What follows belongs to an exercise in optimizing a design on an open flow for small area, a short achievable clock period and few clock cycles per item; a production flow would make more cautious choices.
Only simulation tests tie the RTL to the original design; equivalence was not proved.

== run E ==
==> flow/design.v <==
module md_unit (
  input  logic        clk,
  input  logic        reset,
  input  logic        MD_start,
  input  logic [1:0]  MDop,
  input  logic        MD_mtHI,
  input  logic        MD_mtLO,
  input  logic        MD_Rsel,
  input  logic        usehl_D,
  input  logic [31:0] A,
  input  logic [31:0] B,
  output logic [31:0] rd_data,
  output logic        busy,
  output logic        md_stall,
  output logic [31:0] HI_out,
  output logic [31:0] LO_out
);
  localparam int K  = 8;           
  localparam int NC = 32 / K;      
  localparam int CW = $clog2(NC + 1);
  localparam int AW = $clog2(NC);
  logic [31:0]   hi_q, lo_q, m_q;
  logic [CW-1:0] cnt_q;            
  logic [AW-1:0] al_q;             
  logic          nr_q, nq_q;       
  logic          div_q, sgn_q, nb_q;
  logic [31:0]   hi_d, lo_d, m_d;
  logic [CW-1:0] cnt_d;
  logic [AW-1:0] al_d;
  logic          nr_d, nq_d, div_d, sgn_d, nb_d;
  logic [31:0] hi_o, lo_o, hi_or, lo_or;
  logic        fill;
  always_comb begin
    fill = sgn_q & hi_q[31];
    hi_or[0] = 1'b0;
    lo_or[0] = 1'b0;
    for (int j = 1; j < 32; j++) begin
      hi_or[j] = hi_or[j-1] | hi_q[j-1];
      lo_or[j] = lo_or[j-1] | lo_q[j-1];
    end
    hi_o = hi_q ^ ({32{nr_q}} & hi_or);
    lo_o = lo_q ^ ({32{nq_q}} & lo_or);
    for (int a = 1; a < NC; a++) begin
      if (al_q == AW'(a)) begin
        hi_o = 32'({{32{fill}}, hi_q} >> (K * a));
        lo_o = (lo_q >> (K * a)) | (hi_q << (32 - K * a));
      end
    end
  end
  assign busy     = (cnt_q != '0);
  assign HI_out   = hi_o;
  assign LO_out   = lo_o;
  assign rd_data  = MD_Rsel ? lo_o : hi_o;
  assign md_stall = usehl_D & (MD_start | busy);
  logic          op_sgn, a_neg, b_neg, quick, bzero, swap;
  logic [31:0]   a_or, abs_a, b_mag;
  logic [5:0]    wa, wb;
  logic signed [7:0] nqb;
  logic [CW-1:0] cdiv, cmul, ca, cb;
  always_comb begin
    op_sgn = ~MDop[0];
    a_neg  = op_sgn & A[31];
    b_neg  = op_sgn & B[31];
    a_or[0] = 1'b0;
    for (int j = 1; j < 32; j++) a_or[j] = a_or[j-1] | A[j-1];
    abs_a = A ^ ({32{a_neg}} & a_or);
    b_mag = B ^ {32{b_neg}};           
    bzero = (B == 32'b0);
    wa = '0;
    wb = '0;
    for (int j = 0; j < 32; j++) begin
      if (abs_a[j]) wa = 6'(j + 1);
      if (b_mag[j]) wb = 6'(j + 1);
    end
    nqb   = 8'(wa) - 8'(wb) + 8'd1;
    quick = (nqb <= 0);
    cdiv  = CW'(NC);
    for (int c = NC - 1; c >= 1; c--)
      if (nqb <= K * c) cdiv = CW'(c);
    ca = CW'(NC);
    cb = CW'(NC);
    for (int c = NC - 1; c >= 1; c--) begin
      if (op_sgn ? ((A >> (K * c - 1)) == '0 || (~A >> (K * c - 1)) == '0)
                 : ((A >> (K * c)) == '0)) ca = CW'(c);
      if (op_sgn ? ((B >> (K * c - 1)) == '0 || (~B >> (K * c - 1)) == '0)
                 : ((B >> (K * c)) == '0)) cb = CW'(c);
    end
    swap = (ca < cb);                  
    cmul = swap ? ca : cb;
  end
  function automatic logic [32+K:0] sk_add(input logic [32+K:0] x, input logic [32+K:0] y,
                                           input logic ci, input int w);
    logic [32+K:0] p, g, gg, pp, r;
    p  = x ^ y;
    g  = x & y;
    g[0] = g[0] | (p[0] & ci);
    gg = g;
    pp = p;
    for (int l = 1; l < w; l = l * 2)
      for (int i = 0; i < w; i++)
        if ((i / l) % 2 == 1) begin
          gg[i] = gg[i] | (pp[i] & gg[(i / l) * l - 1]);
          pp[i] = pp[i] & pp[(i / l) * l - 1];
        end
    r = '0;
    r[0] = p[0] ^ ci;
    for (int i = 1; i <= 32 + K; i++)
      if (i < w) r[i] = p[i] ^ gg[i-1];
      else if (i == w) r[i] = gg[i-1];
    sk_add = r;
  endfunction
  logic [31+K:0] xs [0:K];
  logic [K-1:0]  qb, bb;
  logic [31:0]   mm;
  logic          cdv, csg, clast, y32;
  always_comb begin
    mm    = m_q;
    bb    = lo_q[K-1:0];
    cdv   = div_q;
    csg   = sgn_q;
    clast = (cnt_q == CW'(1));
    y32   = cdv | (csg & mm[31]);
    xs[0] = div_q ? {hi_q, lo_q[31:32-K]} : {{K{sgn_q & hi_q[31]}}, hi_q};
    for (int i = 0; i < K; i++) begin
      logic [32+K:0] xw, yw, sw;
      logic [K-1:0]  tp, tn;
      logic          ci, sub, sel, c33, inc, dec;
      sub = ~cdv & csg & clast & (i == 0);      
      xw  = {1'b0, xs[i]} >> (K - 1 - i);
      xw  = xw & {{K{1'b0}}, {33{1'b1}}};
      yw  = {{K{1'b0}}, {y32, mm} ^ {33{sub}}};
      ci  = cdv ? ~nb_q : sub;
      sw  = sk_add(xw, yw, ci, 33);
      c33 = sw[33];
      sel = cdv ? c33 : bb[K-1-i];
      qb[K-1-i] = c33;
      tp  = (K)'(xs[i] >> (K + 32 - i));
      inc = c33 & ~y32;
      dec = ~c33 & y32;
      tn  = tp;
      for (int k = 0; k < K; k++) if (k < i)
        tn[k] = tp[k] ^ ((inc & ((tp & ((K)'(1) << k) - (K)'(1)) == ((K)'(1) << k) - (K)'(1)))
                       | (dec & ((tp & ((K)'(1) << k) - (K)'(1)) == '0)));
      xs[i+1] = xs[i];
      if (sel) begin
        xs[i+1] = (xs[i] & ~({(32+K){1'b1}} << (K - 1 - i))) | ((31+K+1)'(sw[32:0]) << (K - 1 - i));
        if (i > 0)
          xs[i+1] = (xs[i+1] & ~({(32+K){1'b1}} << (K + 32 - i))) | ((31+K+1)'(tn) << (K + 32 - i));
      end
    end
  end
  logic s_bdiv, s_bmul, s_smul, s_sdiv, s_idle, s_wHI, s_wLO, s_keepHI, s_keepLO;
  logic [NC-1:0] s_norm;
  always_comb begin
    s_bdiv = busy & div_q;
    s_bmul = busy & ~div_q;
    s_idle = ~busy;
    s_smul = s_idle & MD_start & ~MDop[1];
    s_sdiv = s_idle & MD_start & MDop[1] & ~bzero;
    s_wHI    = s_idle & ~MD_start & MD_mtHI;
    s_wLO    = s_idle & ~MD_start & MD_mtLO;
    s_keepHI = s_idle & ~s_smul & ~s_sdiv & ~s_wHI;
    s_keepLO = s_idle & ~s_smul & ~s_sdiv & ~s_wLO;
    for (int c = 1; c <= NC; c++) s_norm[c-1] = s_sdiv & ~quick & (cdiv == CW'(c));
    hi_d = ({32{s_bdiv}} & xs[K][31:0])
         | ({32{s_bmul}} & xs[K][31+K:K])
         | ({32{s_wHI | (s_sdiv & quick)}} & A)
         | ({32{s_keepHI}} & hi_o);
    lo_d = ({32{s_bdiv}} & {lo_q[31-K:0], qb})
         | ({32{s_bmul}} & {xs[K][K-1:0], lo_q[31:K]})
         | ({32{s_wLO | (s_smul & swap)}} & A)
         | ({32{s_smul & ~swap}} & B)
         | ({32{s_keepLO}} & lo_o);
    for (int c = 1; c <= NC; c++) begin
      hi_d = hi_d | ({32{s_norm[c-1]}} & (abs_a >> (K * c)));
      lo_d = lo_d | ({32{s_norm[c-1]}} & (abs_a << (32 - K * c)));
    end
    m_d   = busy ? m_q : (MDop[1] ? (b_neg ? B : ~B) : (swap ? B : A));
    div_d = busy ? div_q : MDop[1];
    sgn_d = busy ? sgn_q : (op_sgn & ~MDop[1]);
    nb_d  = busy ? nb_q : b_neg;
    cnt_d = busy ? cnt_q - CW'(1) : '0;
    al_d  = '0;
    nr_d  = busy & nr_q;
    nq_d  = busy & nq_q;
    if (s_smul) begin
      cnt_d = cmul;
      al_d  = AW'(NC - cmul);
    end
    if (s_sdiv & ~quick) begin
      cnt_d = cdiv;
      nr_d  = a_neg;
      nq_d  = a_neg ^ b_neg;
    end
    if (busy) al_d = al_q;
  end
  always_ff @(posedge clk or posedge reset) begin
    if (reset) begin
      hi_q  <= 32'b0;
      lo_q  <= 32'b0;
      cnt_q <= '0;
      al_q  <= '0;
      nr_q  <= 1'b0;
      nq_q  <= 1'b0;
    end else begin
      hi_q  <= hi_d;
      lo_q  <= lo_d;
      cnt_q <= cnt_d;
      al_q  <= al_d;
      nr_q  <= nr_d;
      nq_q  <= nq_d;
    end
  end
  always_ff @(posedge clk) begin
    m_q   <= m_d;
    div_q <= div_d;
    sgn_q <= sgn_d;
    nb_q  <= nb_d;
  end
endmodule
Settings: LEC_CHECK=0, ABC_AREA=1, CAP_MARGIN=20, CORE_MARGIN=2, CORE_UTILIZATION=50, SLEW_MARGIN=20; clock period 90.0 ns.
run.sh (not shown) runs the stock make flow with config.mk's settings and CLKGATE_MAP_FILE= SYNTH_SCRIPT=/design/flow/synth_recipe.tcl, a recipe that flattens the netlist after the stock synthesis.
Testbench counts of run E, summed over its fixed seeds: cycles 7,691, ops 3,200.
## Diff of input files: run D against run E
diff --git a/flow/design.v b/flow/design.v
--- a/flow/design.v
+++ b/flow/design.v
@@ -149,18 +149,20 @@
       end
     end
   end
-  logic s_bdiv, s_bmul, s_smul, s_sdiv, s_idle, s_wHI, s_wLO, s_keepHI, s_keepLO;
+  logic s_bdiv, s_bmul, s_smul, s_szero, s_sd1, s_sdiv, s_idle, s_wHI, s_wLO, s_keepHI, s_keepLO;
   logic [NC-1:0] s_norm;
   always_comb begin
     s_bdiv = busy & div_q;
     s_bmul = busy & ~div_q;
     s_idle = ~busy;
-    s_smul = s_idle & MD_start & ~MDop[1];
-    s_sdiv = s_idle & MD_start & MDop[1] & ~bzero;
+    s_smul = s_idle & MD_start & ~MDop[1] & (A != 32'b0) & ~bzero;
+    s_szero = s_idle & MD_start & ~MDop[1] & ((A == 32'b0) | bzero);
+    s_sd1  = s_idle & MD_start & MDop[1] & ((B == 32'd1) | (op_sgn & (B == '1)));
+    s_sdiv = s_idle & MD_start & MDop[1] & ~bzero & ~s_sd1;
     s_wHI    = s_idle & ~MD_start & MD_mtHI;
     s_wLO    = s_idle & ~MD_start & MD_mtLO;
-    s_keepHI = s_idle & ~s_smul & ~s_sdiv & ~s_wHI;
-    s_keepLO = s_idle & ~s_smul & ~s_sdiv & ~s_wLO;
+    s_keepHI = s_idle & ~s_smul & ~s_szero & ~s_sd1 & ~s_sdiv & ~s_wHI;
+    s_keepLO = s_idle & ~s_smul & ~s_szero & ~s_sd1 & ~s_sdiv & ~s_wLO;
     for (int c = 1; c <= NC; c++) s_norm[c-1] = s_sdiv & ~quick & (cdiv == CW'(c));
     hi_d = ({32{s_bdiv}} & xs[K][31:0])
          | ({32{s_bmul}} & xs[K][31+K:K])
@@ -168,7 +170,7 @@
          | ({32{s_keepHI}} & hi_o);
     lo_d = ({32{s_bdiv}} & {lo_q[31-K:0], qb})
          | ({32{s_bmul}} & {xs[K][K-1:0], lo_q[31:K]})
-         | ({32{s_wLO | (s_smul & swap)}} & A)
+         | ({32{s_wLO | s_sd1 | (s_smul & swap)}} & A)
          | ({32{s_smul & ~swap}} & B)
          | ({32{s_keepLO}} & lo_o);
     for (int c = 1; c <= NC; c++) begin
@@ -182,7 +184,7 @@
     cnt_d = busy ? cnt_q - CW'(1) : '0;
     al_d  = '0;
     nr_d  = busy & nr_q;
-    nq_d  = busy & nq_q;
+    nq_d  = (busy & nq_q) | (s_sd1 & b_neg);
     if (s_smul) begin
       cnt_d = cmul;
       al_d  = AW'(NC - cmul);
Results
Compare run E and run D | depth of the critical timing path with buffers and inverters included lower: run E. Run D: layout overhead on the synthesized area higher than run E. Comparing run E and run D, post-route fraction of the period consumed by the critical path is higher on run E. The slowest library cell on the worst path comes out sky130_fd_sc_hd__inv_1 in one run and sky130_fd_sc_hd__clkinv_1 in the other, namely in run D and run E respectively.
Testbench counts of run D, summed over its fixed seeds: cycles 7,267, ops 3,200.

[static timing again, ports no longer ideal]
The flow's constraints put no driver on any port. The routed layouts listed below were extracted and timed again, unchanged, in two steps. Step 1 sets driving cells, clkbuf_16 on the clock port and buf_2 on the other inputs (assumed; they add their load-dependent delay and slew). Step 2, shift: input delay + t, output delay - t, t = (earliest + latest rising clock arrival at the registers) / 2. This alone moves slack from input paths to output paths. Three values: no drivers, after step 1, after step 2; two values: the first two.
| run | shift t [ns] | slack for setup (ns) | clock arrival spread, ns | pins driven straight from the clock port |
|---|---|---|---|---|
| run E | 0.442 | 51.599 / 51.574 / 51.574 | 0.018 / 0.018 | 1 |
| run D | 0.446 | 51.889 / 51.868 / 51.868 | 0.011 / 0.010 | 1 |
After both steps setup and hold are still met in every run listed. The setup slack of run E, which loses most, moves by -0.025 ns with the drivers and by -0.025 ns with both steps.
